Context: an optimization exercise on an open-source flow, tuned for a short achievable clock period and few clock cycles. The choices shown serve that exercise and are no tape-out recipe.
Only simulation tests tie the RTL to the original design; equivalence was not proved.
No activity file was given, so power comes from the tool's default toggle rates.

==> flow/design.v (excerpt) <==
module avr_core (
	input  wire                    CLK,
	input  wire                    RST,
	output logic [16-1:0] prog_addr,
	input  wire [16-1:0]  prog_data,
	output logic [16-1:0] data_addr,
	output logic [8-1:0] data_wdata,
	output logic                   data_we,
	input  wire [8-1:0]  data_rdata
);
	localparam int NB = 16;  
	logic [31:0][7:0] rf;
	logic [7:0]  sreg;
	logic [15:0] fpc;        
	logic [15:0] fpc_o;      
	logic        r_valid;    
	logic        r_bpred;    
	logic [15:0] r_pc;       
	logic [15:0] r_pc1;      
	logic [15:0] ir;         
	logic        d_valid;
	logic        d_bpred;
	logic [15:0] d_pc;
	logic [15:0] d_pc1;
	logic        e_wait;     
	logic        e_wa, e_wb; 
	logic        e_alu;      
	logic        e_ldi;      
	logic        e_l28, e_l29, e_l30, e_l31;    
	logic        e_ld;       
	logic        e_st;       
	logic [4:0]  e_dst;
	logic        e_ysel;     
	logic [5:0]  e_q;        
	logic [7:0]  e_fmask;    
	logic        e_sub, e_usec;
	logic        e_sel_add, e_sel_and, e_sel_or, e_sel_eor, e_sel_mov, e_sel_swap, e_sel_lsr;
	logic        e_movld;    
	logic [7:0]  e_a, e_b;
	logic        e_cf;       
	logic        e_chk;      
	logic        e_tk_d;     
	logic        e_bp;       
	logic [2:0]  e_bs;
	logic        e_bset;
	logic [15:0] e_tgt;      
	logic [15:0] e_pc, e_pc1;
	logic        w_ld;
	logic        w_res;      
	logic [7:0]  res_q;
	logic [4:0]  w_dst;
	logic [31:0] w_oh;       
	logic        w_p28, w_p29, w_p30, w_p31;
	logic [7:0]  w_val;      
	assign w_val = w_ld ? data_rdata : res_q;
	logic [15:0] daddr_q;
	logic [7:0]  dwdata_q;
	logic        dwe_q;
	logic [NB-1:0]       bt_v;
	logic [NB-1:0][15:0] bt_tag, bt_tgt;
	logic [NB-1:0][1:0]  bt_ctr;
	logic [3:0]          bt_ptr;
	assign prog_addr  = fpc_o;
	assign data_addr  = daddr_q;
	assign data_wdata = dwdata_q;
	assign data_we    = dwe_q;
	logic [7:0] alu_res, newf;
	logic       e_run;       
	assign e_run = ~e_wait;
	avr_alu alu0 (
		.a         (e_a),
		.b         (e_b),
		.sub       (e_sub),
		.usec      (e_usec),
		.c_in      (sreg[0]),
		.sel_add   (e_sel_add),
		.sel_and   (e_sel_and),
		.sel_or    (e_sel_or),
		.sel_eor   (e_sel_eor),
  ...
For scale: ~6100 cells after synthesis, roughly 67 I/O pins, about 70000 sq um of cells after synthesis.
clock: 7.5 ns
lec_check: 0
cap_margin: 20
core_margin: 2
core_utilization: 40
setup_slack_margin: 5
slew_margin: 20
synth_hierarchical: 1
synth_minimum_keep_size: 0
tns_end_percent: 10
run.sh (not shown) runs the stock make flow with config.mk's settings and CLKGATE_MAP_FILE= SYNTH_SCRIPT=/design/flow/synth_recipe.tcl, a recipe that flattens the netlist after the stock synthesis.
Testbench counts at the start, summed over its fixed seeds: cycles 48,209.
Rerun with:
--- a/flow/design.v
+++ b/flow/design.v
@@ -239,23 +239,23 @@
 `default_nettype none
 module avr_core (
 	input  wire                    CLK,
 	input  wire                    RST,
 	output logic [16-1:0] prog_addr,
 	input  wire [16-1:0]  prog_data,
 	output logic [16-1:0] data_addr,
 	output logic [8-1:0] data_wdata,
 	output logic                   data_we,
 	input  wire [8-1:0]  data_rdata
 );
-	localparam int NB = 16;  
+	localparam int NB = 8;   
 	logic [31:0][7:0] rf;
 	logic [7:0]  sreg;
 	logic [15:0] fpc;        
 	logic [15:0] fpc_o;      
 	logic        r_valid;    
 	logic        r_bpred;    
 	logic [15:0] r_pc;       
 	logic [15:0] r_pc1;      
 	logic [15:0] ir;         
 	logic        d_valid;
 	logic        d_bpred;
@@ -290,23 +290,23 @@
 	logic [4:0]  w_dst;
 	logic [31:0] w_oh;       
 	logic        w_p28, w_p29, w_p30, w_p31;
 	logic [7:0]  w_val;      
 	assign w_val = w_ld ? data_rdata : res_q;
 	logic [15:0] daddr_q;
 	logic [7:0]  dwdata_q;
 	logic        dwe_q;
 	logic [NB-1:0]       bt_v;
 	logic [NB-1:0][15:0] bt_tag, bt_tgt;
 	logic [NB-1:0][1:0]  bt_ctr;
-	logic [3:0]          bt_ptr;
+	logic [2:0]          bt_ptr;
 	assign prog_addr  = fpc_o;
 	assign data_addr  = daddr_q;
 	assign data_wdata = dwdata_q;
 	assign data_we    = dwe_q;
 	logic [7:0] alu_res, newf;
 	logic       e_run;       
 	assign e_run = ~e_wait;
 	avr_alu alu0 (
 		.a         (e_a),
 		.b         (e_b),
 		.sub       (e_sub),
@@ -676,23 +676,23 @@
 					if (u_match[i]) begin
 						if (u_tk && bt_ctr[i] != 2'b11)
 							bt_ctr[i] <= bt_ctr[i] + 2'd1;
 						else if (!u_tk && bt_ctr[i] != 2'b00)
 							bt_ctr[i] <= bt_ctr[i] - 2'd1;
 					end
 			end else if (u_tk) begin
 				bt_v[bt_ptr]   <= 1'b1;
 				bt_tag[bt_ptr] <= e_pc;
 				bt_tgt[bt_ptr] <= e_tgt;
 				bt_ctr[bt_ptr] <= 2'b10;
-				bt_ptr         <= bt_ptr + 4'd1;
+				bt_ptr         <= bt_ptr + 3'd1;
 			end
 		end
 	end
 	always_ff @(posedge CLK) begin
 		if (RST)
 			sreg <= '0;
 		else if (e_run)
 			sreg <= (sreg & ~e_fmask) | (newf & e_fmask);
 	end
 	always_ff @(posedge CLK) begin
 		for (int i = 0; i < 32; i++) begin
Global-route usage came out lower by 0.87 points.
Core utilization decreases by 0.62 points.
Critical path depth is lower by 5.
Via count falls by 22%.
Routed wire length goes down by 27%.
Cell count goes down by 20%.
Power is lower by 27%.
Design area came out lower by 24%.
Testbench counts after the change, summed over its fixed seeds: cycles 48,337.

==> separate check: timing with driven ports <==
The results above use ideal ports. As a check the final layouts listed here were re-extracted and re-timed, cells and wires unchanged. Step 1, drivers: a clkbuf_16 drives CLK and a buf_2 each remaining input, both assumed. Step 2 also shifts input and output timing later by t, the mid clock arrival at the registers, as if the neighbouring blocks saw the same clock. Slacks: ideal ports / drivers / drivers and shift; pairs: ideal ports / drivers.
run | t, ns | slack for setup (ns) | worst setup path after step 2 | cell pins on the clock port's net
the first run | 0.873 | 4.399 / 4.399 / 3.700 | input to register | 1
the second run | 0.785 | 4.442 / 4.442 / 3.720 | input to register | 1
After both steps every run listed still meets setup and hold. The setup slack of the second run, which loses most, moves by 0.000 ns with the drivers and by -0.722 ns with both steps.
